What follows belongs to an exercise in optimizing a design on an open flow for small area, a short achievable clock period and few clock cycles per item; a production flow would make more cautious choices.
At most, simulation tests tie the RTL to the original design; equivalence was not proved.
The RTL of runs 1 and 2 was laid out without a check of its function.

[design.v]
package mexp_pkg;
    localparam int OPERAND_WIDTH_DEF = 32;
endpackage
module mexp_est (
    input  logic [7:0] u,
    input  logic [7:0] v,
    input  logic [7:0] k,
    output logic       ge
);
    logic [7:0] a, b;
    logic [6:0] g0, t0, g1, t1, g2, t2, g3;
    assign a = u ^ v ^ k;
    assign b = {(u[6:0] & v[6:0]) | (u[6:0] & k[6:0]) | (v[6:0] & k[6:0]), 1'b0};
    always_comb
    begin
        g0 = a[6:0] & b[6:0];
        t0 = a[6:0] | b[6:0];
        for (int i = 0; i < 7; i++)
        begin
            g1[i] = (i >= 1) ? (g0[i] | (t0[i] & g0[i-1])) : g0[i];
            t1[i] = (i >= 1) ? (t0[i] & t0[i-1]) : t0[i];
        end
        for (int i = 0; i < 7; i++)
        begin
            g2[i] = (i >= 2) ? (g1[i] | (t1[i] & g1[i-2])) : g1[i];
            t2[i] = (i >= 2) ? (t1[i] & t1[i-2]) : t1[i];
        end
        for (int i = 0; i < 7; i++)
            g3[i] = (i >= 4) ? (g2[i] | (t2[i] & g2[i-4])) : g2[i];
    end
    assign ge = !(a[7] ^ b[7] ^ g3[6]);
endmodule
module modular_exponentiation_core #(
    parameter int OPERAND_WIDTH = mexp_pkg::OPERAND_WIDTH_DEF
) (
    input  logic                            clk,
    input  logic                            rst_n,
    input  logic                            start,
    output logic                            busy,
    input  logic signed [OPERAND_WIDTH-1:0] base_value,
    input  logic        [OPERAND_WIDTH-1:0] exponent,
    input  logic        [OPERAND_WIDTH-1:0] modulus,
    output logic        [OPERAND_WIDTH-1:0] power_result,
    output logic                            modulus_zero,
    output logic                            done
);
    localparam int W  = 32;
    localparam int AW = 33;    
    localparam int I_IDLE  = 0;
    localparam int I_NZ    = 1;    
    localparam int I_NORM  = 2;    
    localparam int I_EXPZ  = 3;    
    localparam int I_BUB   = 4;    
    localparam int I_MUL   = 5;    
    localparam int I_CONV  = 6;    
    localparam int I_FIXB  = 7;    
    localparam int I_FIX   = 8;    
    localparam int I_FCONV = 9;    
    localparam int I_SHR   = 10;   
    localparam int I_DONE  = 11;
    localparam int NS      = 12;
    logic [NS-1:0]   st;
    logic [NS-1:0]   st_next;
    logic [W-1:0]    n_reg;      
    logic [W-1:0]    e_reg;      
    logic [W-1:0]    b_reg;      
    logic [AW-1:0]   r_reg;      
    logic [AW-1:0]   s_reg;      
    logic [AW-1:0]   c_reg;      
    logic [4:0]      sh_reg;     
    logic [4:0]      j_reg;      
    logic [5:0]      kc_reg;     
    logic [4:0]      ec_reg;     
    logic            sq_reg;     
    logic            dpos_reg;   
    logic            dneg_reg;   
    logic            dn1_reg;    
    logic            dn2_reg;    
    logic [3:0]      qq_reg;     
    logic [3:0]      qo;         
    logic [7:0]      e1u_reg;    
    logic [7:0]      e1v_reg;    
    logic            first_reg;  
    logic [7:0]      a3_reg;     
    logic [4:0]      mo_reg;     
    logic            mz_reg;
    logic            busy_reg;
    logic            done_reg;
    logic            x_inv;
    logic [AW-1:0]   s2, c2, da, xq, n1, n2;
    logic [AW-1:0]   r1s, r1c, r2s, r2c;
    assign n1    = {1'b0, n_reg};
    assign n2    = {n_reg, 1'b0};
    logic [3:0]      qqe;
    assign qqe   = st[I_FIX] ? {2'b00, !r_reg[32], 1'b1} :
                   first_reg ? 4'b0011 : qq_reg;
    assign qo    = {qqe[3], qqe[2] & ~qqe[3], qqe[0] & ~qqe[1], ~qqe[0]};
    assign x_inv = qqe[2];
    assign s2 = {s_reg[AW-2:0], 1'b0};
    assign c2 = {c_reg[AW-2:0], 1'b0};
    assign da = ({AW{dpos_reg}} & r_reg) | ({AW{dneg_reg}} & ~r_reg);
    assign xq = ({AW{qo[0]}} & n2) | ({AW{qo[1]}} & n1) |
                ({AW{qo[2]}} & ~n1) | ({AW{qo[3]}} & ~n2);
    assign r1s = s2 ^ c2 ^ da;
    assign r1c = {(s2[AW-2:0] & c2[AW-2:0]) | (s2[AW-2:0] & da[AW-2:0]) |
                  (c2[AW-2:0] & da[AW-2:0]), dneg_reg};
    assign r2s = r1s ^ r1c ^ xq;
    assign r2c = {(r1s[AW-2:0] & r1c[AW-2:0]) | (r1s[AW-2:0] & xq[AW-2:0]) |
                  (r1c[AW-2:0] & xq[AW-2:0]), x_inv};
    logic [7:0]      qn9, n4_9, n2_9;
    logic [3:0]      qq_next;
    assign n4_9 = {1'b0, n_reg[31:25]};
    assign n2_9 = {2'b00, n_reg[31:26]};
    assign qn9  = ({8{qo[0]}} & n4_9) | ({8{qo[1]}} & n2_9) |
                  ({8{qo[2]}} & ~n2_9) | ({8{qo[3]}} & ~n4_9);
    logic [7:0]      e1u, e1v, e2u, e2v;
    logic [AW-1:0]   s_d, c_d;
    assign s_d = (st[I_BUB] || st[I_FIXB]) ? '0 : r2s;
    assign c_d = (st[I_BUB] || st[I_FIXB]) ? '0 : r2c;
    assign e1u = s_d[32:25] ^ c_d[32:25] ^ t9;
    assign e1v = {(s_d[31:25] & c_d[31:25]) | (s_d[31:25] & t9[6:0]) |
                  (c_d[31:25] & t9[6:0]), 1'b0};
    assign e2u = e1u_reg ^ e1v_reg ^ qn9;
    assign e2v = {(e1u_reg[6:0] & e1v_reg[6:0]) | (e1u_reg[6:0] & qn9[6:0]) |
                  (e1v_reg[6:0] & qn9[6:0]), 1'b0};
    for (genvar k = 0; k < 4; k++)
    begin : g_est
        mexp_est u_est (
            .u  (e2u),
            .v  (e2v),
            .k  (kth_all[8*k +: 8]),
            .ge (qq_next[k])
        );
    end
    logic [7:0]      a1_9, a2_9, t9;
    logic [11:0]     a3_12;
    logic            y_top, y_t1, y_t2;
    logic            ybit;
    logic            sq_next;
    logic [2:0]      ytop_next;
    assign y_top = sq_reg ? r_reg[32] : b_reg[31];
    assign y_t1  = sq_reg ? r_reg[31] : b_reg[30];
    assign y_t2  = sq_reg ? r_reg[30] : b_reg[29];
    assign ybit  = yw[j_reg];
    assign sq_next   = !(sq_reg && e_reg[31]);
    assign ytop_next = sq_next ? sum[32:30] : b_reg[31:29];
    function automatic logic [4:0] m_onehot(input logic [2:0] m);
        case (m)
            3'b001:  m_onehot = 5'b00001;
            3'b010:  m_onehot = 5'b00010;
            3'b011:  m_onehot = 5'b00100;
            3'b111:  m_onehot = 5'b01000;
            3'b110:  m_onehot = 5'b10000;
            default: m_onehot = 5'b00000;
        endcase
    endfunction
    assign a1_9  = {r_reg[32], r_reg[32], r_reg[32:27]};
    assign a2_9  = {r_reg[32], r_reg[32:26]};
    assign a3_12 = {r_reg[32], r_reg[32], r_reg[32:23]} + {r_reg[32], r_reg[32:22]};
    assign t9 = ({8{mo_reg[0]}} & a1_9) | ({8{mo_reg[1]}} & a2_9) |
                ({8{mo_reg[2]}} & a3_reg) | ({8{mo_reg[3]}} & ~a1_9) |
                ({8{mo_reg[4]}} & ~a2_9);
    function automatic logic [31:0] kth_of(input int n);
        int c;
        logic [31:0] r;
        for (int k = 0; k < 4; k++)
        begin
            c = 2 * k - 3;
            r[8*k +: 8] = 8'(-((c * n - 5) >>> 2));
        end
        kth_of = r;
    endfunction
    logic [31:0] kth_tab [32];
    logic [31:0] kth_all;
    for (genvar v = 0; v < 32; v++)
    begin : g_kth
        assign kth_tab[v] = kth_of(32 + v);
    end
    assign kth_all = kth_tab[n_reg[30:26]];
    logic [AW-1:0]   sum;
    logic [AW-1:0]   one_s;
    logic [31:0]     yw;
    assign sum = s_reg + c_reg;
    assign yw  = sq_reg ? r_reg[31:0] : b_reg;
    always_comb
    begin
        one_s = '0;
        if (sh_reg != 5'd31 && !mz_reg)
            one_s[sh_reg] = 1'b1;
    end
    always_comb
    begin
        st_next = '0;
        if (st[I_IDLE] || st[I_DONE])
        begin
            if (start) st_next[I_NZ]   = 1'b1;
            else       st_next[I_IDLE] = 1'b1;
        end
        if (st[I_NZ])
            st_next[I_NORM] = 1'b1;
        if (st[I_NORM])
        begin
            if (mz_reg)          st_next[I_DONE] = 1'b1;
            else if (n_reg[31])  st_next[I_EXPZ] = 1'b1;
            else                 st_next[I_NORM] = 1'b1;
        end
        if (st[I_EXPZ])
        begin
            if (e_reg[31])             st_next[I_BUB]  = 1'b1;
            else if (ec_reg == 5'd0)   st_next[I_FIXB] = 1'b1;
            else                       st_next[I_EXPZ] = 1'b1;
        end
        if (st[I_BUB])
            st_next[I_MUL] = 1'b1;
        if (st[I_MUL])
        begin
            if (kc_reg == 6'd0) st_next[I_CONV] = 1'b1;
            else                st_next[I_MUL]  = 1'b1;
        end
        if (st[I_CONV])
        begin
            if ((!sq_reg || !e_reg[31]) && ec_reg == 5'd0) st_next[I_FIXB] = 1'b1;
            else                                            st_next[I_BUB]  = 1'b1;
        end
        if (st[I_FIXB])
            st_next[I_FIX] = 1'b1;
        if (st[I_FIX])
            st_next[I_FCONV] = 1'b1;
        if (st[I_FCONV])
        begin
            if (sh_reg == 5'd0) st_next[I_DONE] = 1'b1;
            else                st_next[I_SHR]  = 1'b1;
        end
        if (st[I_SHR])
        begin
            if (sh_reg == 5'd1) st_next[I_DONE] = 1'b1;
            else                st_next[I_SHR]  = 1'b1;
        end
    end
    always_ff @(posedge clk or negedge rst_n)
    begin
        if (!rst_n)
        begin
            st       <= NS'(1) << I_IDLE;
            busy_reg <= 1'b0;
            done_reg <= 1'b0;
        end
        else
        begin
            st       <= st_next;
            busy_reg <= !(st_next[I_IDLE] || st_next[I_DONE]);
            done_reg <= st_next[I_DONE];
        end
    end
    always_ff @(posedge clk)
    begin
        s_reg   <= s_d;
        c_reg   <= c_d;
        e1u_reg <= e1u;
        e1v_reg <= e1v;
        qq_reg  <= qq_next;
        if (st[I_IDLE] || st[I_DONE])
        begin
            n_reg  <= modulus;
            e_reg  <= exponent;
            b_reg  <= base_value;
            sh_reg <= 5'd0;
        end
        mz_reg <= (n_reg == '0);
        if (st[I_NORM])
        begin
            ec_reg <= 5'd31;
            if (n_reg[31] || mz_reg)
                r_reg <= one_s;
            else
            begin
                n_reg  <= {n_reg[30:0], 1'b0};
                sh_reg <= sh_reg + 5'd1;
            end
        end
        if (st[I_EXPZ])
        begin
            mo_reg <= m_onehot({b_reg[31], b_reg[31], b_reg[30]});
            if (e_reg[31])
                sq_reg <= 1'b0;
            else
            begin
                e_reg  <= {e_reg[30:0], 1'b0};
                ec_reg <= ec_reg - 5'd1;
            end
        end
        if (st[I_BUB])
        begin
            a3_reg   <= a3_12[11:4];
            mo_reg   <= m_onehot({1'b0, y_t1, y_t2});
            dpos_reg <= 1'b0;
            dneg_reg <= y_top;
            dn1_reg  <= y_t1;
            dn2_reg  <= y_t2;
            first_reg <= 1'b1;
            j_reg    <= sq_reg ? 5'd29 : 5'd28;
            kc_reg   <= sq_reg ? (6'd32 - {1'b0, sh_reg}) : 6'd31;
        end
        if (st[I_MUL])
        begin
            first_reg <= 1'b0;
            dpos_reg <= dn1_reg;
            dneg_reg <= 1'b0;
            dn1_reg  <= dn2_reg;
            dn2_reg  <= ybit;
            mo_reg   <= m_onehot({1'b0, dn2_reg, ybit});
            j_reg    <= j_reg - 5'd1;
            kc_reg   <= kc_reg - 6'd1;
        end
        if (st[I_CONV])
        begin
            r_reg  <= sum;
            mo_reg <= m_onehot({ytop_next[2], ytop_next[2], ytop_next[1]});
            if (sq_reg && e_reg[31])
                sq_reg <= 1'b0;
            else
            begin
                sq_reg <= 1'b1;
                e_reg  <= {e_reg[30:0], 1'b0};
                ec_reg <= ec_reg - 5'd1;
            end
        end
        if (st[I_FIXB])
        begin
            dpos_reg <= 1'b1;
            dneg_reg <= 1'b0;
        end
        if (st[I_FCONV])
            r_reg <= sum;
        if (st[I_SHR])
        begin
            r_reg  <= {1'b0, r_reg[AW-1:1]};
            sh_reg <= sh_reg - 5'd1;
        end
    end
    assign busy         = busy_reg;
    assign done         = done_reg;
    assign power_result = r_reg[W-1:0];
    assign modulus_zero = mz_reg;
endmodule
[flow/run.sh]
#!/bin/bash
# Standard ORFS layout with two changes that leave the constraints alone:
# the port buffers are the smallest buffer cell, and the resizer aims for
# more setup slack than the clock period needs.
set -euo pipefail
bash standard.sh "BUFFER_PORTS_ARGS=-buffer_cell sky130_fd_sc_hd__buf_1" SETUP_SLACK_MARGIN=6.0 finish > orfs_make.log 2>&1
[standard.sh]
#!/bin/bash
# synth_recipe.tcl (not shown) runs the flow's synth.tcl, then flattens the netlist and writes it again
# the make line also repeats each setting of config.mk as NAME=value (left out here)
make -C /OpenROAD-flow-scripts/flow DESIGN_CONFIG=/design/flow/config.mk WORK_HOME=/design/flow/orfs CLKGATE_MAP_FILE= SYNTH_SCRIPT=/design/flow/synth_recipe.tcl "${@:-finish}"
[config.mk]
export PLATFORM = sky130hd
export DESIGN_NAME = modular_exponentiation_core
export DESIGN_NICKNAME = modular_exponentiation_core
export VERILOG_FILES = /design/flow/design.v
export SDC_FILE = /design/flow/constraint.sdc
export NUM_CORES = 4
export LEC_CHECK = 0
export CAP_MARGIN = 20
export CORE_MARGIN = 2
export CORE_UTILIZATION = 40
export CTS_CLUSTER_DIAMETER = 150
export CTS_CLUSTER_SIZE = 24
export SETUP_SLACK_MARGIN = 5
export SLEW_MARGIN = 20
export SYNTH_HIERARCHICAL = 1
export SYNTH_MINIMUM_KEEP_SIZE = 0
[constraint.sdc]
create_clock -name core_clock -period 9.0 [get_ports {clk}]
set_input_delay 1.8000 -clock core_clock [delete_from_list [all_inputs] [get_ports {clk}]]
set_output_delay 1.8000 -clock core_clock [all_outputs]
set_load 0.01 [all_outputs]
==> results.ini, run 1 <==
[status]
status=complete, no violations

[timing]
rsz0062_at_grt=true
tns_ns=0
setup_violations=0
final.min_clock_period_ns=3.31
final_max_slew_viol_count=0
worst_slew_pin_slew_ns=1.04
worst_clock_skew_ns=0.0393
clock.fmax_mhz=302
setup_slack_ns=5.69
finalHoldViolCount=0
period_share_pct=36.8
maxSlewHeadroom_pct=30.8

[clock_network]
insertion_delay_ns=0.52
cts_buffer_depth=3
htreeDepth=1
cts_tree=yes
cts-root-buf=clkbuf_16
numClockSinks=268
holdBufCountCts=0
clk_pin_slew_worst_paths_ns=0.11
numCtsBuffers=15

[finish]
syn_to_final_growth_pct=13.0
finalInstanceArea_um2=19500
layout-drive-gt1-share_pct=11.3
final_nets=2233
layout.cells.non_filler=2535
fillers=4056

[synth]
synth_area_um2=17200
synth.distinct_cells=70
ys_seq_area_share_pct=36.8
avgSynthCellArea_um2=9.33
synth-edff-count=91
ys_ff_latch=268
syn_inst=1846
yosysWarnings=9
async_reset_ff_share_pct=4.85
synth_ff_type=dfxtp_1

[floorplan]
die_h_um=212
placeableCoreArea_um2=42800
rows=76
dieWidth_um=212
die-area_um2=44700
io_pins=134
start_util_pct=40.2

[setup_path]
worstPathCellList=nor2_4, buf_4, and2_4, buf_8, nor2_2, a21oi_2, a211oi_2, inv_1, fa_2, inv_2, fa_2, a222oi_1, a22oi_2, xnor2_1
cp-end-kind=flop
cp_slowest_cell=fa_2
path_class=flop to flop
r2r_cells=14
r2r-start=st[8]
start_kind=flop
crit_fanout=5
reg2reg_to=qq_reg[1]
crit_top_cell=fa_2
max_stage_delay_ns=0.65
reg2reg_slack_ns=5.69
worstPathArrival_ns=3.74
cp_data_required_time_ns=9.43

[min_path]
min_path_type=flop to flop
hold_depth=2
min_to=e_reg[24]
min_from=e_reg[23]

[placed_design]
io_buffer_count=133
gp_congestion=0.920
dp_cells=2448
hpwlAfterDp_um=33200
placed_cell_area_um2=18200
place_ws_ns=5.18

[routing]
wl_met3_um=3240
firstDrtPassIters=5
met1Wirelength_um=21900
via_per_inst=5.25
drc=0
drtIter0Drc=1010
maxUsedRoutingLayer=met4
detail_route.wl_per_cell_um=18.2
drt_wl_total_um=46100
route.met2.wl_um=20200
routed-via-count=13315
ant_nets=0

[grt]
grt_pass1_wl_um=72200
grt-ovfl-total=0
grt_antenna_before_repair=1
grt_pass1_vias=12867
grt_usage_pct=20.5
grt_max_degree=79

[run]
cap_viol_max_count=0

==> metal layers <==
metal | global-route usage, % | up-vias
met5 | 0 | -
met4 | 3.42 | 0
met3 | 3.81 | 47
met2 | 31.7 | 383
met1 | 30.3 | 6393
li1 | - | 6492
==> what timing repair did <==
action | 4_1_cts | 5_1_grt
pin swaps | 9 | 35
setup buffers | 34 | 24
resized for setup | 48 | 51
setup endpoints to repair | 49 | 38
cloned | 3 | 1
==> through the flow <==
step / hold WS (ns) / util (%)
2_1_floorplan: 0.413 / -
3_3_place_gp: 0.423 / 42.5
3_5_place_dp: 0.419 / 42.5
4_1_cts: 0.448 / 44.5
5_1_grt: 0.461 / 45.5
6_report: 0.440 / 45.5
==> layout make-up <==
type	instances	area, µm²	area share, %
Antenna cell	1	2.50	0.0129
Timing Repair Buffer	208	1100	5.67
Tap cell	546	683	3.51
Clock inverter	1	20.0	0.103
Inverter	234	886	4.55
Sequential cell	268	6350	32.7
Multi-Input combinational cell	1254	10000	51.4
Clock buffer	23	405	2.08
==> placed cells by master (no fill, tap or decap), types with 24 or more instances in the layout <==
master	n
a21oi_1	88
and2_1	52
buf_1	130
buf_4	65
dfxtp_1	158
edfxtp_1	91
fa_1	90
ha_1	51
inv_1	226
mux2i_1	97
nand2_1	222
nor2_1	80
o211ai_1	36
o21ai_0	136
xnor2_1	52
xor2_1	24
==> synthesized netlist by cell type, types with 11 or more instances <==
cell type	instances	area (µm²)
inv_1	233	875
nand2_1	228	856
dfxtp_1	164	3280
o21ai_0	142	711
fa_1	100	2000
mux2i_1	97	971
a21oi_1	92	460
edfxtp_1	91	2730
clkbuf_1	88	330
nor2_1	83	312
ha_1	53	663
and2_1	52	325
xnor2_1	52	455
o211ai_1	36	270
xor2_1	24	210
nand3_1	23	115
nor3_1	22	110
mux4_2	20	450
a221oi_1	18	158
a21o_1	16	120
nand2b_1	14	87.6
a31oi_1	13	81.3
dfrtp_1	12	300
nor2b_1	11	68.8
==> critical path, delay by kind of cell (launching register included) <==
| kind | cells | cell delay [ns] |
|---|---|---|
| fa+ha+maj | 2 | 1.04 |
| compound gates | 4 | 0.82 |
| flops | 1 | 0.46 |
| buf+inv | 4 | 0.43 |
| simple gates | 3 | 0.33 |
| xor+xnor | 1 | 0.13 |
==> how the worst max path moves through the flow <==
| stage | startpoint | to | slack (ns) |
|---|---|---|---|
| 6_report | st[8] | qq_reg[1] | 5.69 |
| 5_1_grt | st[8] | qq_reg[3] | 5.53 |
| 4_1_cts | st[8] | qq_reg[1] | 5.79 |
| 3_5_place_dp | st[8] | qq_reg[2] | 5.18 |
| 3_3_place_gp | st[8] | qq_reg[3] | 5.32 |
| 2_1_floorplan | st[8] | qq_reg[0] | 5.76 |
==> cells by family after synthesis <==
family,Yosys count,synth area share [%]
other,2,0.0436
AND/OR/NAND/NOR,485,13.0
XOR/XNOR,76,3.86
flip-flops,268,36.8
multiplexers,122,8.58
adder cells (fa/ha/maj),157,15.7
buffers and inverters,339,7.59
AO/OA/AOI/OAI,397,14.4
==> modules after synthesis (local to each module, per instance) <==
module / cells / copies in the design
mexp_est: 37 / 4
modular_exponentiation_core: 1698 / 1
==> inputs of run 2 (changes only) <==
==> flow/run.sh (replaced) <==
#!/bin/bash
# Standard ORFS layout with two changes that leave the constraints alone:
# the port buffers are the smallest buffer cell, and the resizer aims for
# more setup slack than the clock period needs.
set -euo pipefail
bash standard.sh "BUFFER_PORTS_ARGS=-buffer_cell sky130_fd_sc_hd__buf_1" SETUP_SLACK_MARGIN=6.2 finish > orfs_make.log 2>&1
==> results.ini, run 2 <==
[timing]
maxSlewHeadroom_pct=32.3
whs_ns=0.444
period_share_pct=36.9
setup_violations=0
finalHoldViolCount=0
tns_ns=0
worst_clock_skew_ns=0.0358
worst_slew_pin_slew_ns=1.02
clock.fmax_mhz=301
final.min_clock_period_ns=3.32
rsz0062_at_grt=true
setup_slack_ns=5.68
final_max_slew_viol_count=0

[floorplan]
dieWidth_um=212
start_util_pct=40.2
die-area_um2=44700
io_pins=134
placeableCoreArea_um2=42800
die_h_um=212
rows=76

[setup_path]
path_class=flop to flop
reg2reg_to=qq_reg[3]
r2r-start=st[8]
worstPathArrival_ns=3.78
start_kind=flop
cp_data_required_time_ns=9.46
reg2reg_slack_ns=5.68
r2r_cells=11
crit_fanout=7
cp-end-kind=flop

[clock_network]
insertion_delay_ns=0.52
clk_pin_slew_worst_paths_ns=0.11
holdBufCountCts=0
cts-root-buf=clkbuf_16
numClockSinks=268
cts_tree=yes
htreeDepth=1
numCtsBuffers=15
cts_buffer_depth=3

[routing]
detail_route.wl_per_cell_um=18.2
drtIter0Drc=1037
firstDrtPassIters=5
drt_wl_total_um=46500
routed-via-count=13437
via_per_inst=5.26
drc=0
ant_nets=0

[synth]
synth.distinct_cells=70
yosysWarnings=9
post-synth-top-area-cell=dfxtp_1
synth_ff_type=dfxtp_1
synth_most_common_cell=inv_1
avgSynthCellArea_um2=9.33
synthTopCellsByArea=dfxtp_1, edfxtp_1, fa_1
ys_ff_latch=268
yosysTopAreaCellShare_pct=19.1
synth-edff-count=91
yosys-top-cells-count=inv_1, nand2_1, dfxtp_1
async_reset_ff_share_pct=4.85
ys_seq_area_share_pct=36.8
synth_area_um2=17200
syn_inst=1846

[grt]
grt-ovfl-total=0
grt_use_met1_pct=31.3
grt_pass1_vias=13136
met3_usage_pct=3.58
grt_pass1_wl_um=73100
grt_most_used_layer=met2
grt_antenna_before_repair=2
use_met2_pct=31.7
grt_max_degree=79
grt_usage_pct=20.8

[placed_design]
io_buffer_count=133
place_ws_ns=5.11
hpwlAfterDp_um=33300
gp_congestion=0.903

[min_path]
min_to=e_reg[24]
hold_depth=2
min_path_type=flop to flop
min_from=e_reg[23]

[finish]
layout-drive-gt1-share_pct=14.9
layout_common_cells=inv_1, nand2_1, dfxtp_1, o21ai_0, buf_1
layout_commonest_cell=inv_1
syn_to_final_growth_pct=15.9
final_nets=2253

[run]
cap_viol_max_count=0

[status]
status=complete, no violations

-- run 2: critical path, cell delays in order, from the launching register on --
cell and delay, ns:
dfrtp_2 0.47, nor2_4 0.25, nand2_4 0.08, or2_4 0.29, o211ai_1 0.28, fa_2 0.57, fa_1 0.48, or2b_4 0.28
a31oi_4 0.15, o221ai_2 0.11, a22oi_2 0.18, xnor2_1 0.13
-- run 2: kinds of logic after synthesis --
kind of cell | after synthesis | synth area share, %
compound gates | 397 | 14.4
xor+xnor | 76 | 3.86
fa+ha+maj | 157 | 15.7
buf+inv | 339 | 7.59
flops | 268 | 36.8
mux | 122 | 8.58
other cells | 2 | 0.0436
simple gates | 485 | 13.0
-- run 2: layout make-up --
class,instances,area [µm²]
diodes,1,2.50
clock buffers,23,405
clock inverters,1,20.0
fillers,4056,22800
inverters,234,890
multi-input cells,1254,10200
flip-flops and latches,268,6370
well taps,546,683
repair buffers,228,1390
-- run 2: worst max-delay path by stage --
stage / endpoint / startpoint / slack, ns
final: qq_reg[3] / st[8] / 5.68
after global routing: qq_reg[3] / qq_reg[0] / 5.58
after CTS: qq_reg[3] / st[8] / 5.79
after detailed placement: qq_reg[0] / st[8] / 5.11
after global placement: qq_reg[1] / st[8] / 5.26
after floorplan: qq_reg[0] / st[8] / 5.76
-- run 2: what timing repair did --
item,4_1_cts,5_1_grt
gates resized for setup,100,85
pin swaps,32,34
endpoints found under the setup margin,72,71
hold endpoints to repair,0,0
setup buffers,55,22
cloned,3,1
-- run 2: layer usage --
layer	vias to the layer above	wire length, µm	part of all wire, %
li1	6542	-	-
met1	6482	22500	48
met2	367	20300	44
met3	44	2960	6.4
met4	2	718	1.5
met5	-	13	0.028
-- run 2: metrics by stage --
step	area (µm²)	std cells	utilization, %
finish	20000	2555	46.6
global route	20000	2554	46.6
CTS	19500	2531	45.5
detailed placement	18200	2449	42.5
global placement	18200	2449	42.5
floorplan	17300	1859	-
-- run 2: Yosys stat by module (local to each module, per instance) --
module | flip-flops and latches | cells inside
modular_exponentiation_core | 268 | 1698
mexp_est | 0 | 37
==> inputs of run 3 (changes only) <==
--- a/design.v
+++ b/design.v
@@ -81,5 +81,6 @@
     logic [7:0]      e1u_reg;    
     logic [7:0]      e1v_reg;    
-    logic            first_reg;  
+    logic            fany_reg;   
+    logic            fm_reg;     
     logic [7:0]      a3_reg;     
     logic [4:0]      mo_reg;     
@@ -92,9 +93,9 @@
     assign n1    = {1'b0, n_reg};
     assign n2    = {n_reg, 1'b0};
-    logic [3:0]      qqe;
-    assign qqe   = st[I_FIX] ? {2'b00, !r_reg[32], 1'b1} :
-                   first_reg ? 4'b0011 : qq_reg;
-    assign qo    = {qqe[3], qqe[2] & ~qqe[3], qqe[0] & ~qqe[1], ~qqe[0]};
-    assign x_inv = qqe[2];
+    assign qo    = {qq_reg[3] & ~fany_reg,
+                    qq_reg[2] & ~qq_reg[3] & ~fany_reg,
+                    (qq_reg[0] & ~qq_reg[1] & ~fany_reg) | fm_reg,
+                    ~qq_reg[0] & ~fany_reg};
+    assign x_inv = qq_reg[2] & ~fany_reg;
     assign s2 = {s_reg[AW-2:0], 1'b0};
     assign c2 = {c_reg[AW-2:0], 1'b0};
@@ -298,5 +299,6 @@
             dn1_reg  <= y_t1;
             dn2_reg  <= y_t2;
-            first_reg <= 1'b1;
+            fany_reg <= 1'b1;
+            fm_reg   <= 1'b0;
             j_reg    <= sq_reg ? 5'd29 : 5'd28;
             kc_reg   <= sq_reg ? (6'd32 - {1'b0, sh_reg}) : 6'd31;
@@ -304,5 +306,6 @@
         if (st[I_MUL])
         begin
-            first_reg <= 1'b0;
+            fany_reg <= 1'b0;
+            fm_reg   <= 1'b0;
             dpos_reg <= dn1_reg;
             dneg_reg <= 1'b0;
@@ -328,4 +331,6 @@
         if (st[I_FIXB])
         begin
+            fany_reg <= 1'b1;
+            fm_reg   <= r_reg[32];
             dpos_reg <= 1'b1;
             dneg_reg <= 1'b0;
==> flow/run.sh (replaced) <==
#!/bin/bash
# Standard ORFS layout with two changes that leave the constraints alone:
# the port buffers are the smallest buffer cell, and the resizer aims for
# more setup slack than the clock period needs.
set -euo pipefail
bash standard.sh "BUFFER_PORTS_ARGS=-buffer_cell sky130_fd_sc_hd__buf_1" SETUP_SLACK_MARGIN=6.0 finish > orfs_make.log 2>&1
--- a/config.mk
+++ b/config.mk
@@ -8,5 +8,5 @@
 export CAP_MARGIN = 20
 export CORE_MARGIN = 2
-export CORE_UTILIZATION = 40
+export CORE_UTILIZATION = 55
 export CTS_CLUSTER_DIAMETER = 150
 export CTS_CLUSTER_SIZE = 24
==> results.ini, run 3 <==
[status]
status=complete, no violations

[synth]
async_reset_ff_share_pct=4.83
yosysTopAreaCellShare_pct=19.0
yosys-top-cells-count=nand2_1, inv_1, dfxtp_1
syn_inst=1841
synth-edff-count=92
post-synth-top-area-cell=dfxtp_1
ys_seq_area_share_pct=36.9
synth_ff_type=dfxtp_1
ys_ff_latch=269
synthTopCellsByArea=dfxtp_1, edfxtp_1, fa_1
synth_most_common_cell=nand2_1
yosysWarnings=9
synth_area_um2=17300
synth.distinct_cells=72
avgSynthCellArea_um2=9.39

[finish]
fillers=2668
antenna_cells=0
layout-drive-gt1-share_pct=11.6
multi_input_area_um2=10100
final_nets=2238
syn_to_final_growth_pct=12.1
layout_common_cells=nand2_1, inv_1, dfxtp_1, o21ai_0, buf_1
ff_latch_area_um2=6410
layout_commonest_cell=nand2_1

[routing]
via_per_inst=5.66
ant_nets=0
drtIter0Drc=1067
drt_wl_total_um=46500
detail_route.wl_per_cell_um=19.5
routed-via-count=13514
drc=0
firstDrtPassIters=5

[grt]
grt_max_degree=74
grt_pass1_vias=13094
use_met2_pct=47.8
grt_use_met1_pct=40.2
met3_usage_pct=3.59
grt-ovfl-total=0
grt_most_used_layer=met2
grt_usage_pct=28.6
grt_pass1_wl_um=73800
grt_antenna_before_repair=0

[placed_design]
hpwlAfterDp_um=32700
gp_congestion=0.915
io_buffer_count=133
place_ws_ns=5.05

[setup_path]
r2r-start=fany_reg
worstPathArrival_ns=3.57
r2r_cells=10
path_class=flop to flop
cp-end-kind=flop
cp_data_required_time_ns=9.44
crit_fanout=7
start_kind=flop
reg2reg_to=qq_reg[3]
reg2reg_slack_ns=5.86

[floorplan]
rows=64
dieWidth_um=181
die-area_um2=32900
placeableCoreArea_um2=30700
start_util_pct=56.2
die_h_um=181
io_pins=134

[timing]
final.min_clock_period_ns=3.14
setup_violations=0
period_share_pct=34.9
setup_slack_ns=5.86
final_max_slew_viol_count=0
maxSlewHeadroom_pct=28.3
worst_slew_pin_slew_ns=1.08
clock.fmax_mhz=319
rsz0062_at_grt=true
finalHoldViolCount=0
tns_ns=0
worst_clock_skew_ns=0.0383

[clock_network]
htreeDepth=1
numCtsBuffers=15
numClockSinks=269
cts-root-buf=clkbuf_16
clk_pin_slew_worst_paths_ns=0.11
insertion_delay_ns=0.52
cts_buffer_depth=3
cts_tree=yes

[min_path]
hold_depth=0
min_path_type=flop to flop
min_from=st[8]
min_to=st[9]

[run]
cap_viol_max_count=0

## run 3: cell types whose count changed in the layout (fill, tap and decap cells not counted), sizes merged, moves of 13 or more
cell    before  now
clkbuf      44   23
a221oi      18    5
a21oi       93   80
nor3        22   37
o22ai        8   21
inv        233  217
## run 3: layout make-up
cell class | instances | area share, %
Inverter | 217 | 4.22
Sequential cell | 269 | 33.1
Clock inverter | 1 | 0.103
Tap cell | 396 | 2.56
Timing Repair Buffer | 212 | 5.73
Clock buffer | 23 | 2.09
Multi-Input combinational cell | 1270 | 52.2
## run 3: critical path, cell delays in order, from the launching register on
cell and delay (ns):
dfxtp_4 0.39, nand2b_4 0.14, or2_4 0.29, o211ai_1 0.33, fa_2 0.58, fa_1 0.50, or2b_4 0.27, a31oi_4 0.14
o221ai_2 0.12, a22oi_2 0.14, xnor2_1 0.16
## run 3: how the worst max path moves through the flow
stage / to / depth (start not counted) / slack, ns / startpoint
final: qq_reg[3] / 10 / 5.86 / fany_reg
after global routing: qq_reg[1] / 10 / 5.78 / fany_reg
after CTS: qq_reg[3] / 10 / 5.88 / fany_reg
after detailed placement: e1u_reg[5] / 8 / 5.05 / dneg_reg
after global placement: e1u_reg[5] / 8 / 5.21 / dneg_reg
after floorplan: qq_reg[0] / 12 / 5.94 / fany_reg
## run 3: per-module statistics from Yosys (local to each module, per instance)
module / area (µm²) / flip-flops and latches / cells
mexp_est: 304 / 0 / 37
modular_exponentiation_core: 16100 / 269 / 1693
## run 3: timing repair
item | in CTS | in global routing
buffers inserted | 49 | 21
pin swaps | 25 | 36
endpoints found under the setup margin | 86 | 35
resized for setup | 46 | 44
hold buffers | 0 | 0
gates cloned | 4 | 0
## run 3: cell families (layout without fill, tap and decap cells)
kind of cell / count (synthesis) / count (layout) / share of synthesized area [%]
and+or+nand+nor: 504 / 508 / 13.8
AOI/OAI and AO/OA: 383 / 383 / 13.7
buffers and inverters: 319 / 453 / 7.09
DFF: 269 / 269 / 36.9
adders and majority gates: 158 / 158 / 15.7
muxes: 132 / 132 / 9.05
xor gates and xnor gates: 74 / 74 / 3.75
other: 2 / 15 / 0.0434
## run 3: layer usage
| layer | vias up | share of wire, % |
|---|---|---|
| met5 | - | 0 |
| met4 | 0 | 2.2 |
| li1 | 6513 | - |
| met2 | 406 | 48 |
| met3 | 50 | 6.3 |
| met1 | 6545 | 44 |
## run 3: stage by stage
stage	hold WS, ns	area (µm²)	util, %	instances
after global placement	0.335	18000	58.6	2290
after detailed placement	0.342	18000	58.6	2290
final	0.366	19400	63.0	2388
after global routing	0.387	19400	63.0	2388
after CTS	0.368	19000	61.9	2367
after floorplan	0.331	17400	-	1854
Testbench counts of run 3, summed over its fixed seeds: cycles 302,768, items 192.
==> inputs of run 4 (changes only) <==
--- a/config.mk
+++ b/config.mk
@@ -8,5 +8,5 @@
 export CAP_MARGIN = 20
 export CORE_MARGIN = 2
-export CORE_UTILIZATION = 55
+export CORE_UTILIZATION = 40
 export CTS_CLUSTER_DIAMETER = 150
 export CTS_CLUSTER_SIZE = 24
==> results.ini, run 4 <==
[floorplan]
die_h_um=212
placeableCoreArea_um2=42900
io_pins=134
rows=76
start_util_pct=40.3
die-area_um2=44900
dieWidth_um=212

[setup_path]
reg2reg_to=qq_reg[1]
path_class=flop to flop
reg2reg_slack_ns=5.95
r2r_cells=11
crit_fanout=5
r2r-start=qq_reg[0]
cp_data_required_time_ns=9.46
cp-end-kind=flop
worstPathArrival_ns=3.50
start_kind=flop

[finish]
layout-drive-gt1-share_pct=12.3
layout_common_cells=nand2_1, inv_1, dfxtp_1, o21ai_0, buf_1
layout_commonest_cell=nand2_1
final_nets=2238
syn_to_final_growth_pct=13.5

[placed_design]
gp_congestion=0.904
place_ws_ns=5.16
io_buffer_count=133
hpwlAfterDp_um=35100

[timing]
tns_ns=0
setup_slack_ns=5.95
final.min_clock_period_ns=3.05
period_share_pct=33.8
final_max_slew_viol_count=0
worst_clock_skew_ns=0.0380
maxSlewHeadroom_pct=31.8
worst_slew_pin_slew_ns=1.02
setup_violations=0
rsz0062_at_grt=true
finalHoldViolCount=0
clock.fmax_mhz=328

[synth]
yosysWarnings=9
post-synth-top-area-cell=dfxtp_1
avgSynthCellArea_um2=9.39
yosys-top-cells-count=nand2_1, inv_1, dfxtp_1
yosysTopAreaCellShare_pct=19.0
synth_area_um2=17300
synth_ff_type=dfxtp_1
async_reset_ff_share_pct=4.83
syn_inst=1841
ys_seq_area_share_pct=36.9
synthTopCellsByArea=dfxtp_1, edfxtp_1, fa_1
synth-edff-count=92
ys_ff_latch=269
synth.distinct_cells=72
synth_most_common_cell=nand2_1

[grt]
grt-ovfl-total=0
grt_pass1_wl_um=75900
grt_antenna_before_repair=1
grt_usage_pct=21.9
grt_max_degree=74
grt_pass1_vias=13254

[min_path]
min_from=st[8]
hold_depth=0
min_path_type=flop to flop
min_to=st[9]

[routing]
ant_nets=0
detail_route.wl_per_cell_um=18.9
drc=0
routed-via-count=13681
wl_met3_um=3890
met1Wirelength_um=22900
drt_wl_total_um=48800
route.met2.wl_um=21100
drtIter0Drc=1254
firstDrtPassIters=5
maxUsedRoutingLayer=met4
via_per_inst=5.31

[clock_network]
clk_pin_slew_worst_paths_ns=0.11
numClockSinks=269
insertion_delay_ns=0.52
cts-root-buf=clkbuf_16
cts_tree=yes
htreeDepth=1
numCtsBuffers=15
cts_buffer_depth=3

[run]
cap_viol_max_count=0

[status]
status=complete, no violations

run 4: through the flow:
stage / hold WS (ns) / instance area (µm²) / util (%) / std cells
floorplan: 0.331 / 17400 / - / 1854
CTS: 0.383 / 19400 / 45.2 / 2560
global route: 0.411 / 19600 / 45.7 / 2576
global placement: 0.333 / 18300 / 42.7 / 2483
finish: 0.388 / 19600 / 45.8 / 2577
detailed placement: 0.349 / 18300 / 42.7 / 2483
run 4: cell type report:
| type | instances | area (µm²) |
|---|---|---|
| tap | 585 | 732 |
| multi-input combinational | 1270 | 10100 |
| inverter | 217 | 820 |
| sequential | 269 | 6410 |
| antenna | 1 | 2.50 |
| timing repair buffer | 212 | 1130 |
| clock buffer | 21 | 398 |
| fill | 4124 | 23300 |
| clock inverter | 2 | 21.3 |
run 4: critical path, stage by stage (launching register included):
cell,delay (ns)
dfxtp_4,0.36
nor3b_4,0.15
or2_4,0.28
nand2_1,0.07
o211ai_1,0.14
fa_2,0.67
fa_1,0.46
or2b_4,0.28
a31oi_4,0.16
o221ai_2,0.11
a22oi_2,0.16
xnor2_1,0.13
run 4: cells by family (layout without fill, tap and decap cells):
logic type | after synthesis | count (layout) | share of synthesized area [%]
AND/OR/NAND/NOR | 504 | 508 | 13.8
AO/OA/AOI/OAI | 383 | 383 | 13.7
buffers and inverters | 319 | 452 | 7.09
flip-flops | 269 | 269 | 36.9
adder cells (fa/ha/maj) | 158 | 158 | 15.7
multiplexers | 132 | 132 | 9.05
XOR/XNOR | 74 | 74 | 3.75
other | 2 | 16 | 0.0434
run 4: Yosys stat by module, one instance, submodules excluded:
| module | cell area, µm² | times used |
|---|---|---|
| modular_exponentiation_core | 16100 | 1 |
| mexp_est | 304 | 4 |
run 4: what timing repair did:
| item | in CTS | in global routing |
|---|---|---|
| hold buffers | 0 | 0 |
| resized for setup | 71 | 30 |
| setup buffers | 50 | 16 |
| pin swaps | 38 | 30 |
| hold endpoints to repair | 0 | 0 |
| setup endpoints to repair | 88 | 40 |
| gates cloned | 4 | 0 |
run 4: routing by layer:
layer	vias up	track usage [%]
li1	6510	-
met1	6695	32.9
met2	425	33.0
met3	51	3.69
met4	0	4.59
met5	-	0
run 4: worst max-delay path by stage:
stage                 endpoint  slack, ns      start  depth (start not counted)
finish               qq_reg[1]       5.95  qq_reg[0]                         11
global route         qq_reg[1]       5.82   fany_reg                         10
CTS                 e1u_reg[0]       5.90   dneg_reg                          8
detailed placement  e1u_reg[0]       5.16   dneg_reg                          8
global placement    e1u_reg[5]       5.30   dneg_reg                          8
floorplan            qq_reg[0]       5.94   fany_reg                         12
==> inputs of run 5 (changes only) <==
--- a/config.mk
+++ b/config.mk
@@ -6,5 +6,5 @@
 export NUM_CORES = 4
 export LEC_CHECK = 0
-export CAP_MARGIN = 20
+export CAP_MARGIN = 5
 export CORE_MARGIN = 2
 export CORE_UTILIZATION = 40
@@ -12,5 +12,5 @@
 export CTS_CLUSTER_SIZE = 24
 export SETUP_SLACK_MARGIN = 5
-export SLEW_MARGIN = 20
+export SLEW_MARGIN = 5
 export SYNTH_HIERARCHICAL = 1
 export SYNTH_MINIMUM_KEEP_SIZE = 0
==> results.ini, run 5 <==
[status]
status=complete, no violations

[floorplan]
rows=76
die_h_um=212
placeableCoreArea_um2=42900
start_util_pct=40.3
dieWidth_um=212
die-area_um2=44900
io_pins=134

[timing]
tns_ns=0
rsz0062_at_grt=true
worst_clock_skew_ns=0.0409
period_share_pct=33.8
clock.fmax_mhz=328
setup_violations=0
worst_slew_pin_slew_ns=1.04
maxSlewHeadroom_pct=30.1
final.min_clock_period_ns=3.04
finalHoldViolCount=0
final_max_slew_viol_count=0

[setup_path]
path_class=flop to flop
r2r-start=qq_reg[0]
endpoint=qq_reg[3]
cp-end-kind=flop
reg2reg_slack_ns=5.96
crit_fanout=5
reg2reg_to=qq_reg[3]
worstPathArrival_ns=3.46
r2r_cells=11
crit_start=qq_reg[0]
cp_data_required_time_ns=9.42
start_kind=flop

[grt]
grt_antenna_before_repair=1
grt_pass1_vias=13254
grt_max_degree=74
grt-ovfl-total=0
grt_usage_pct=21.9
grt_pass1_wl_um=75900

[synth]
yosysWarnings=9
ys_seq_area_share_pct=36.9
synthTopCellsByArea=dfxtp_1, edfxtp_1, fa_1
synth_most_common_cell=nand2_1
yosysTopAreaCellShare_pct=19.0
synth-edff-count=92
post-synth-top-area-cell=dfxtp_1
async_reset_ff_share_pct=4.83
synth_area_um2=17300
avgSynthCellArea_um2=9.39
synth_ff_type=dfxtp_1
ys_ff_latch=269
synth.distinct_cells=72
syn_inst=1841
yosys-top-cells-count=nand2_1, inv_1, dfxtp_1

[finish]
syn_to_final_growth_pct=13.5
layout-drive-gt1-share_pct=12.3
layout_common_cells=nand2_1, inv_1, dfxtp_1, o21ai_0, buf_1
final_nets=2238
fin_util_pct=45.7
layout_commonest_cell=nand2_1
fillers=4125

[clock_network]
htreeDepth=1
numCtsBuffers=15
cts_buffer_depth=3
numClockSinks=269
insertion_delay_ns=0.52
clk_pin_slew_worst_paths_ns=0.11
cts_tree=yes
cts-root-buf=clkbuf_16

[placed_design]
io_buffer_count=133
hpwlAfterDp_um=35100
gp_congestion=0.904

[run]
cap_viol_max_count=0

[routing]
routed-via-count=13679
ant_nets=0
drc=0
drt_wl_total_um=48800
firstDrtPassIters=6
via_per_inst=5.31
drtIter0Drc=1218
detail_route.wl_per_cell_um=18.9

[min_path]
min_path_type=flop to flop

-- run 5: Yosys stat by module, one instance, submodules excluded --
module	times used	flip-flops and latches	cells	cell area (µm²)
modular_exponentiation_core	1	269	1693	16100
mexp_est	4	0	37	304
-- run 5: worst max-delay path: stages, from the launching register on --
cell	delay [ns]
dfxtp_4	0.36
nor3b_4	0.15
or2_4	0.28
buf_6	0.14
a211oi_4	0.22
inv_1	0.09
fa_2	0.59
inv_1	0.07
fa_2	0.44
a222oi_1	0.35
a22oi_2	0.11
xnor2_1	0.14
-- run 5: layout make-up --
cell class	count	area, µm²	area share [%]
antenna	1	2.50	0.0128
timing repair buffer	212	1130	5.77
clock inverter	2	21.3	0.108
sequential	269	6410	32.7
multi-input combinational	1270	10100	51.5
inverter	217	820	4.18
tap	585	732	3.73
clock buffer	21	398	2.03
-- run 5: timing repair --
action	CTS	global route
setup buffers	50	16
resized for setup	71	30
cloned	4	0
hold buffers	0	0
pin swaps	38	30
endpoints found under the setup margin	88	40
-- run 5: routing by layer --
layer | share of wire [%] | wire (µm) | track usage (%) | vias up
met5 | 0 | 0 | 0 | -
met4 | 1.9 | 949 | 4.59 | 0
met3 | 7.7 | 3750 | 3.69 | 47
met2 | 43 | 21000 | 33.0 | 418
met1 | 47 | 23000 | 32.9 | 6699
li1 | - | - | - | 6515
-- run 5: logic make-up after synthesis --
kind of cell / count (synthesis) / synth area share, %
simple gates: 504 / 13.8
compound gates: 383 / 13.7
buf+inv: 319 / 7.09
flops: 269 / 36.9
fa+ha+maj: 158 / 15.7
mux: 132 / 9.05
xor+xnor: 74 / 3.75
other cells: 2 / 0.0434
-- run 5: stage by stage --
step                hold WS, ns  setup slack, ns  area [µm²]  std cells
floorplan                 0.331             5.94       17400       1854
global placement          0.333             5.30       18300       2483
detailed placement        0.349             5.16       18300       2483
CTS                       0.383             5.90       19400       2560
global route              0.411             5.82       19600       2576
finish                    0.388             5.96       19600       2577
-- run 5: worst min path at each step --
stage          startpoint     to  slack, ns  depth (start not counted)
5_1_grt             st[8]  st[9]       0.41                          0
3_3_place_gp        st[8]  st[9]       0.33                          0
2_1_floorplan       st[8]  st[9]       0.33                          0
6_report            st[8]  st[9]       0.39                          0
4_1_cts             st[8]  st[9]       0.38                          0
3_5_place_dp        st[8]  st[9]       0.35                          0
==> inputs of run 6 (changes only) <==
--- a/config.mk
+++ b/config.mk
@@ -6,11 +6,13 @@
 export NUM_CORES = 4
 export LEC_CHECK = 0
-export CAP_MARGIN = 5
+export CAP_MARGIN = 20
 export CORE_MARGIN = 2
 export CORE_UTILIZATION = 40
 export CTS_CLUSTER_DIAMETER = 150
 export CTS_CLUSTER_SIZE = 24
+export GPL_ROUTABILITY_DRIVEN = 0
+export PLACE_DENSITY = 0.75
 export SETUP_SLACK_MARGIN = 5
-export SLEW_MARGIN = 5
+export SLEW_MARGIN = 20
 export SYNTH_HIERARCHICAL = 1
 export SYNTH_MINIMUM_KEEP_SIZE = 0
==> results.ini, run 6 <==
[setup_path]
worstPathCellList=nand2b_4, or2_4, o211ai_1, fa_2, fa_1, or2b_4, a31oi_4, o221ai_2, a22oi_2, xnor2_1
critPathBufInv=0
start_kind=flop
max_stage_delay_ns=0.57
cp_data_required_time_ns=9.42
path_class=flop to flop
worstPathArrival_ns=3.52
cp_slowest_cell=fa_2
crit_fanout=6
crit_start=fany_reg
cp-end-kind=flop
crit_family=adder cells
r2r-start=fany_reg

[timing]
setup_violations=0
finalHoldViolCount=0
rsz0062_at_grt=true
tns_ns=0
setup_slack_ns=5.90
whs_ns=0.358
final_max_slew_viol_count=0
worst_clock_skew_ns=0.0399
clock.fmax_mhz=323
maxSlewHeadroom_pct=31.1
period_share_pct=34.4
worst_slew_pin_slew_ns=1.03
final.min_clock_period_ns=3.10

[finish]
layout_common_cells=nand2_1, inv_1, dfxtp_1, o21ai_0, buf_1
layout.cells.non_filler=2586
fillers=3977
final_nets=2243
layout-drive-gt1-share_pct=13.1
syn_to_final_growth_pct=14.2
ff_latch_area_um2=6410
multi_input_area_um2=10100
layout_commonest_cell=nand2_1

[min_path]
min_from=st[8]
min_path_type=flop to flop

[clock_network]
cts_tree=yes
insertion_delay_ns=0.53
numClockSinks=269
htreeDepth=1
cts_buffer_depth=3
cts-root-buf=clkbuf_16
numCtsBuffers=15
holdBufCountCts=0
clk_pin_slew_worst_paths_ns=0.11

[floorplan]
io_pins=134
start_util_pct=40.3
placeableCoreArea_um2=42900
dieWidth_um=212
die-area_um2=44900
die_h_um=212
rows=76

[synth]
syn_inst=1841
ys_seq_area_share_pct=36.9
synth_area_um2=17300
synth_ff_type=dfxtp_1
synth-edff-count=92
synth.distinct_cells=72
yosysTopAreaCellShare_pct=19.0
yosysWarnings=9
yosys-top-cells-count=nand2_1, inv_1, dfxtp_1
ys_ff_latch=269
post-synth-top-area-cell=dfxtp_1
synthTopCellsByArea=dfxtp_1, edfxtp_1, fa_1
synth_most_common_cell=nand2_1
avgSynthCellArea_um2=9.39
async_reset_ff_share_pct=4.83

[routing]
firstDrtPassIters=6
detail_route.wl_per_cell_um=18.2
ant_nets=0
drtIter0Drc=1379
drt_wl_total_um=47000
drc=0
routed-via-count=13948
via_per_inst=5.39

[status]
status=complete, no violations

[run]
cap_viol_max_count=0

[placed_design]
place_ws_ns=5.26
io_buffer_count=133
hpwlAfterDp_um=32800
dp_cells=2481

[grt]
grt_pass1_vias=13802
grt_usage_pct=21.1
grt_max_degree=73
grt_antenna_before_repair=2
grt_pass1_wl_um=74700
grt-ovfl-total=0

## run 6: cell counts after synthesis
No cell type changed its count.
## run 6: kinds of logic after synthesis
group | Yosys count | synth area share (%)
fa+ha+maj | 158 | 15.7
other cells | 2 | 0.0434
buf+inv | 319 | 7.09
flops | 269 | 36.9
simple gates | 504 | 13.8
xor+xnor | 74 | 3.75
mux | 132 | 9.05
compound gates | 383 | 13.7
## run 6: cell type report
| type | count | share of cell area, % |
|---|---|---|
| diodes | 2 | 0.0253 |
| clock buffers | 23 | 2.05 |
| clock inverters | 3 | 0.152 |
| inverters | 217 | 4.14 |
| multi-input cells | 1269 | 51.4 |
| flip-flops and latches | 269 | 32.5 |
| well taps | 585 | 3.71 |
| repair buffers | 218 | 6.08 |
## run 6: worst paths after layout
check                      cells after the start  slack [ns]   endpoint
min in group asynchronous                      1        1.42      st[7]
hold / removal                                 0        0.36      st[9]
hold reg to reg                                0        0.36      st[9]
setup reg to reg                              10        5.90  qq_reg[2]
max in group asynchronous                      1        6.89     st[10]
setup / recovery                              10        5.90  qq_reg[2]
## run 6: layer usage
metal  wire (µm)  GRT usage [%]
met1       20400           29.8
met3        4630           4.39
met5          13              0
met4         976           4.49
met2       20900           33.4
## run 6: per-module statistics from Yosys (local to each module, per instance)
module	flip-flops and latches	copies in the design	cells
mexp_est	0	4	37
modular_exponentiation_core	269	1	1693
## run 6: timing repair
action,in CTS,in global routing
endpoints found under the setup margin,75,44
buffers inserted,52,21
hold endpoints to repair,0,0
pin swaps,24,32
gates resized for setup,57,63
cloned,4,0
## run 6: per-stage QoR
stage / cell area, µm² / util [%]
after floorplan: 17400 / -
after global placement: 18300 / 42.6
after detailed placement: 18300 / 42.6
after CTS: 19400 / 45.2
after global routing: 19700 / 46.0
final: 19700 / 46.0
## run 6: worst register-to-register path: cells and delay by family, from the launching register on
kind,cells,cell delay [ns]
XOR/XNOR,1,0.14
AO/OA/AOI/OAI,4,0.72
flip-flops,1,0.40
AND/OR/NAND/NOR,3,0.71
adder cells (fa/ha/maj),2,1.04
==> inputs of run 7 (changes only) <==
==> flow/run.sh (replaced) <==
#!/bin/bash
# Standard ORFS layout with two changes that leave the constraints alone:
# the port buffers are the smallest buffer cell, and the resizer aims for
# more setup slack than the clock period needs.
set -euo pipefail
bash standard.sh "BUFFER_PORTS_ARGS=-buffer_cell sky130_fd_sc_hd__buf_1" SETUP_SLACK_MARGIN=5.85 finish > orfs_make.log 2>&1
--- a/config.mk
+++ b/config.mk
@@ -11,6 +11,4 @@
 export CTS_CLUSTER_DIAMETER = 150
 export CTS_CLUSTER_SIZE = 24
-export GPL_ROUTABILITY_DRIVEN = 0
-export PLACE_DENSITY = 0.75
 export SETUP_SLACK_MARGIN = 5
 export SLEW_MARGIN = 20
==> results.ini, run 7 <==
[status]
status=complete, no violations

[synth]
async_reset_ff_share_pct=4.83
synth_area_um2=17300
yosysTopAreaCellShare_pct=19.0
avgSynthCellArea_um2=9.39
synth_adder_area_share_pct=15.7
post-synth-top-area-cell=dfxtp_1
yosysWarnings=9
ys_seq_area_share_pct=36.9
synthTopCellsByArea=dfxtp_1, edfxtp_1, fa_1
synth_compound_area_share_pct=13.7
synth_ff_type=dfxtp_1
synth_xor_xnor_area_share_pct=3.75
synth-edff-count=92
synth.distinct_cells=72
synth_most_common_cell=nand2_1
ys_ff_latch=269
synth_top_family_by_area=adder cells
yosys.area_share.simple_pct=13.8
synthMuxAreaShare_pct=9.05
yosys-top-cells-count=nand2_1, inv_1, dfxtp_1
syn_inst=1841

[grt]
grt_max_degree=73
grt_usage_pct=21.2
grt-ovfl-total=0
grt_antenna_before_repair=1
grt_pass1_vias=13107
grt_pass1_wl_um=74000

[timing]
finalHoldViolCount=0
period_share_pct=35.6
rsz0062_at_grt=true
clock.fmax_mhz=312
setup_violations=0
worst_slew_pin_slew_ns=0.913
worst_clock_skew_ns=0.0291
final.min_clock_period_ns=3.20
maxSlewHeadroom_pct=39.1
final_max_slew_viol_count=0
tns_ns=0

[clock_network]
numCtsBuffers=15
cts-root-buf=clkbuf_16
cts_buffer_depth=3
holdBufCountCts=0
numClockSinks=269
clk_pin_slew_worst_paths_ns=0.11
insertion_delay_ns=0.52
cts_tree=yes
htreeDepth=1

[min_path]
min_path_type=flop to flop
hold_depth=0

[placed_design]
hpwlAfterDp_um=35100
io_buffer_count=133
dp_cells=2481
gp_congestion=0.899

[floorplan]
die_h_um=212
placeableCoreArea_um2=42900
rows=76
start_util_pct=40.3
die-area_um2=44900
io_pins=134
dieWidth_um=212

[routing]
via_per_inst=5.29
drc=0
drtIter0Drc=1116
ant_nets=0
firstDrtPassIters=5
routed-via-count=13446
detail_route.wl_per_cell_um=18.5
drt_wl_total_um=47100

[finish]
layout_common_cells=nand2_1, inv_1, dfxtp_1, o21ai_0, buf_1
syn_to_final_growth_pct=11.1
layout_commonest_cell=nand2_1
final_nets=2205
layout.cells.non_filler=2543
layout-drive-gt1-share_pct=9.35
fin_util_pct=44.8

[run]
cap_viol_max_count=0

[setup_path]
crit_fanout=4
worstPathCellList=ha_4, fa_2, a21o_1, a221oi_2, o21ai_2, a31oi_2, o21ai_2, a221oi_2, xor2_1, o22ai_1, mux2_4
r2r_cells=11
path_class=flop to flop
cp_data_required_time_ns=9.29
cp-end-kind=flop
worstPathArrival_ns=3.49
cp_slowest_cell=fa_2
max_stage_delay_ns=0.39
start_kind=flop

-- run 7: kinds of logic after synthesis --
group / Yosys count
buffers and inverters: 319
muxes: 132
DFF: 269
xor gates and xnor gates: 74
and+or+nand+nor: 504
adders and majority gates: 158
other: 2
AOI/OAI and AO/OA: 383
-- run 7: path summary, 6_finish.rpt --
path | startpoint | to | slack, ns
worst min register to register | st[8] | st[9] | 0.37
worst max-delay path | c_reg[0] | r_reg[16] | 5.80
worst min-delay path | st[8] | st[9] | 0.37
max in group asynchronous | rst_n | st[0] | 7.37
min in group asynchronous | rst_n | st[8] | 1.23
worst max register to register | c_reg[0] | r_reg[16] | 5.80
-- run 7: cell type report --
type | count | area (µm²)
inverters | 217 | 818
clock buffers | 21 | 398
well taps | 585 | 732
repair buffers | 179 | 853
diodes | 1 | 2.50
flip-flops and latches | 269 | 6390
multi-input cells | 1270 | 9990
clock inverters | 1 | 20.0
fillers | 4196 | 23700
-- run 7: worst max-delay path, delay by kind of cell, from the launching register on --
kind	cells	cell delay, ns
AO/OA/AOI/OAI	7	1.50
XOR/XNOR	1	0.29
adder cells (fa/ha/maj)	2	0.55
flip-flops	1	0.36
multiplexers	1	0.28
-- run 7: per-module statistics from Yosys, one instance, submodules excluded --
module	copies in the design	flops+latches	cells inside	cell area, µm²
modular_exponentiation_core	1	269	1693	16100
mexp_est	4	0	37	304
-- run 7: per-layer routing --
layer | up-vias | track usage [%] | routed length, µm | share of wire (%)
met5 | - | 0 | 0 | 0
met4 | 0 | 4.69 | 860 | 1.8
met3 | 42 | 3.10 | 2980 | 6.3
met2 | 406 | 32.2 | 20400 | 43
met1 | 6548 | 32.0 | 22900 | 49
li1 | 6450 | - | - | -
-- run 7: repair_timing --
action	CTS	global route
gates resized for setup	27	31
gates cloned	4	0
setup buffers	20	15
pin swaps	16	28
endpoints found under the setup margin	41	21
-- run 7: stage by stage --
step           hold slack (ns)  setup WS [ns]  area [µm²]
2_1_floorplan            0.331           5.85       17400
3_3_place_gp             0.333           5.38       18300
3_5_place_dp             0.342           5.14       18300
4_1_cts                  0.367           5.85       19000
5_1_grt                  0.373           5.68       19200
6_report                 0.368           5.80       19200
==> inputs of run 8 (changes only) <==
==> flow/run.sh (replaced) <==
#!/bin/bash
# Standard ORFS layout with two changes that leave the constraints alone:
# the port buffers are the smallest buffer cell, and the resizer aims for
# more setup slack than the clock period needs.
set -euo pipefail
bash standard.sh "BUFFER_PORTS_ARGS=-buffer_cell sky130_fd_sc_hd__buf_1" SETUP_SLACK_MARGIN=6.15 finish > orfs_make.log 2>&1
==> results.ini, run 8 <==
[timing]
tns_ns=0
rsz0062_at_grt=true
worst_slew_pin_slew_ns=1.03
worst_clock_skew_ns=0.0293
final_max_slew_viol_count=0
setup_violations=0
period_share_pct=34.1
maxSlewHeadroom_pct=31.3
final.min_clock_period_ns=3.07
clock.fmax_mhz=326
finalHoldViolCount=0

[grt]
grt_antenna_before_repair=0
grt_max_degree=74
grt_pass1_vias=13344
grt-ovfl-total=0
grt_pass1_wl_um=76100
grt_usage_pct=21.9

[finish]
layout.cells.non_filler=2600
layout-drive-gt1-share_pct=16.2
finalInstanceArea_um2=20100
fin_util_pct=46.9
syn_to_final_growth_pct=16.5
layout_common_cells=nand2_1, inv_1, dfxtp_1, o21ai_0, buf_1
final_nets=2260
layout_commonest_cell=nand2_1

[min_path]
hold_depth=0
min_path_type=flop to flop

[clock_network]
cts_tree=yes
numClockSinks=269
cts_buffer_depth=3
htreeDepth=1
clk_pin_slew_worst_paths_ns=0.11
numCtsBuffers=15
holdBufCountCts=0
insertion_delay_ns=0.53
cts-root-buf=clkbuf_16

[routing]
met1Wirelength_um=22700
detail_route.wl_per_cell_um=18.8
routed-via-count=13693
drt_wl_total_um=48900
via_per_inst=5.27
maxUsedRoutingLayer=met4
route.met2.wl_um=21400
drc=0
drtIter0Drc=1227
ant_nets=0
firstDrtPassIters=6
wl_met3_um=4010

[placed_design]
io_buffer_count=133
placed_cell_area_um2=18300
hpwlAfterDp_um=34900
dp_cells=2480
gp_congestion=0.909

[floorplan]
start_util_pct=40.3
die-area_um2=44900
die_h_um=212
rows=76
dieWidth_um=212
placeableCoreArea_um2=42900
io_pins=134

[synth]
post-synth-top-area-cell=dfxtp_1
ys_seq_area_share_pct=36.9
syn_inst=1841
synth_most_common_cell=nand2_1
ys_ff_latch=269
async_reset_ff_share_pct=4.83
yosysTopAreaCellShare_pct=19.0
avgSynthCellArea_um2=9.39
synth.distinct_cells=72
yosys-top-cells-count=nand2_1, inv_1, dfxtp_1
synth_ff_type=dfxtp_1
synth-edff-count=92
synthTopCellsByArea=dfxtp_1, edfxtp_1, fa_1
synth_area_um2=17300
yosysWarnings=9

[setup_path]
crit_fanout=7
max_stage_delay_ns=0.58
cp-end-kind=flop
cp_data_required_time_ns=9.46
crit_family=adder cells
path_class=flop to flop
crit_cells=10
worstPathArrival_ns=3.54
worstPathCellList=nand2b_4, or2_4, o211ai_1, fa_2, fa_1, or2b_4, a31oi_4, o221ai_2, a22oi_2, xnor2_1
r2r_cells=10
start_kind=flop
critPathBufInv=0
cp_slowest_cell=fa_2

[status]
status=complete, no violations

[run]
cap_viol_max_count=0

[run 8: worst paths after layout]
path	slack [ns]	start	endpoint
worst min-delay path	0.37	st[8]	st[9]
min in group asynchronous	1.42	rst_n	st[7]
worst max register to register	5.93	fany_reg	qq_reg[1]
worst min register to register	0.37	st[8]	st[9]
max in group asynchronous	6.89	rst_n	st[10]
worst max-delay path	5.93	fany_reg	qq_reg[1]
[run 8: final cells by class]
| class | instances | area (µm²) |
|---|---|---|
| inverter | 217 | 820 |
| antenna | 1 | 2.50 |
| fill | 4123 | 22800 |
| multi-input combinational | 1270 | 10400 |
| tap | 585 | 732 |
| sequential | 269 | 6410 |
| clock inverter | 2 | 28.8 |
| clock buffer | 22 | 402 |
| timing repair buffer | 234 | 1390 |
[run 8: metal layers]
layer | GRT usage, % | vias to the layer above
met5 | 0 | -
met3 | 4.61 | 50
met2 | 33.8 | 433
li1 | - | 6553
met4 | 3.35 | 0
met1 | 32.1 | 6657
[run 8: cell families (layout without fill, tap and decap cells)]
kind of cell               Yosys count  in the layout  share of synthesized area [%]
AOI/OAI and AO/OA                  383            383                           13.7
xor gates and xnor gates            74             74                           3.75
adders and majority gates          158            158                           15.7
buffers and inverters              319            475                           7.09
DFF                                269            269                           36.9
muxes                              132            132                           9.05
other                                2             16                         0.0434
and+or+nand+nor                    504            508                           13.8
[run 8: what timing repair did]
item                                    CTS  global route
gates resized for setup                  79           108
pin swaps                                49            46
endpoints found under the hold margin     0             0
gates cloned                              4             0
setup buffers                            67            24
endpoints found under the setup margin   97            69
[run 8: per-module statistics from Yosys (local to each module, per instance)]
module,flip-flops and latches,times used,cells inside
mexp_est,0,4,37
modular_exponentiation_core,269,1,1693
[run 8: per-stage QoR]
stage | hold WS, ns | setup slack [ns]
3_5_place_dp | 0.350 | 5.29
3_3_place_gp | 0.334 | 5.44
4_1_cts | 0.364 | 5.93
2_1_floorplan | 0.331 | 5.94
6_report | 0.367 | 5.93
5_1_grt | 0.367 | 5.78

==> static timing again, ports no longer ideal <==
Ports are ideal in the flow. The routed layouts listed here were re-timed in OpenROAD.
Step 1 (the two cells are an assumption about what drives the block):
set clk [get_ports {clk}]
set_driving_cell -lib_cell sky130_fd_sc_hd__clkbuf_16 $clk
set_driving_cell -lib_cell sky130_fd_sc_hd__buf_2 [delete_from_list [all_inputs] $clk]
Step 2 adds t to the input delays and takes it off the output delays; t is the mean of the earliest and latest rising clock arrival at the registers after step 1. Input paths then give back, and output paths get back, about the clock's delay inside the block.
a / b / c = ideal / step 1 / step 2; a / b = the first two.
run | t, ns | slack for setup (ns) | hold WS [ns]
run 1 | 0.558 | 5.688 / 5.688 / 5.688 | 0.440 / 0.440 / 0.440
run 2 | 0.558 | 5.680 / 5.680 / 5.680 | 0.444 / 0.444 / 0.444
run 3 | 0.557 | 5.861 / 5.861 / 5.861 | 0.366 / 0.366 / 0.366
run 4 | 0.554 | 5.955 / 5.930 / 5.955 | 0.388 / 0.388 / 0.388
run 5 | 0.555 | 5.956 / 5.937 / 5.956 | 0.388 / 0.388 / 0.388
run 6 | 0.562 | 5.901 / 5.901 / 5.901 | 0.358 / 0.358 / 0.358
run 7 | 0.559 | 5.796 / 5.796 / 5.796 | 0.368 / 0.368 / 0.368
run 8 | 0.573 | 5.930 / 5.930 / 5.930 | 0.367 / 0.367 / 0.367
After both steps setup and hold are still met in every run listed.
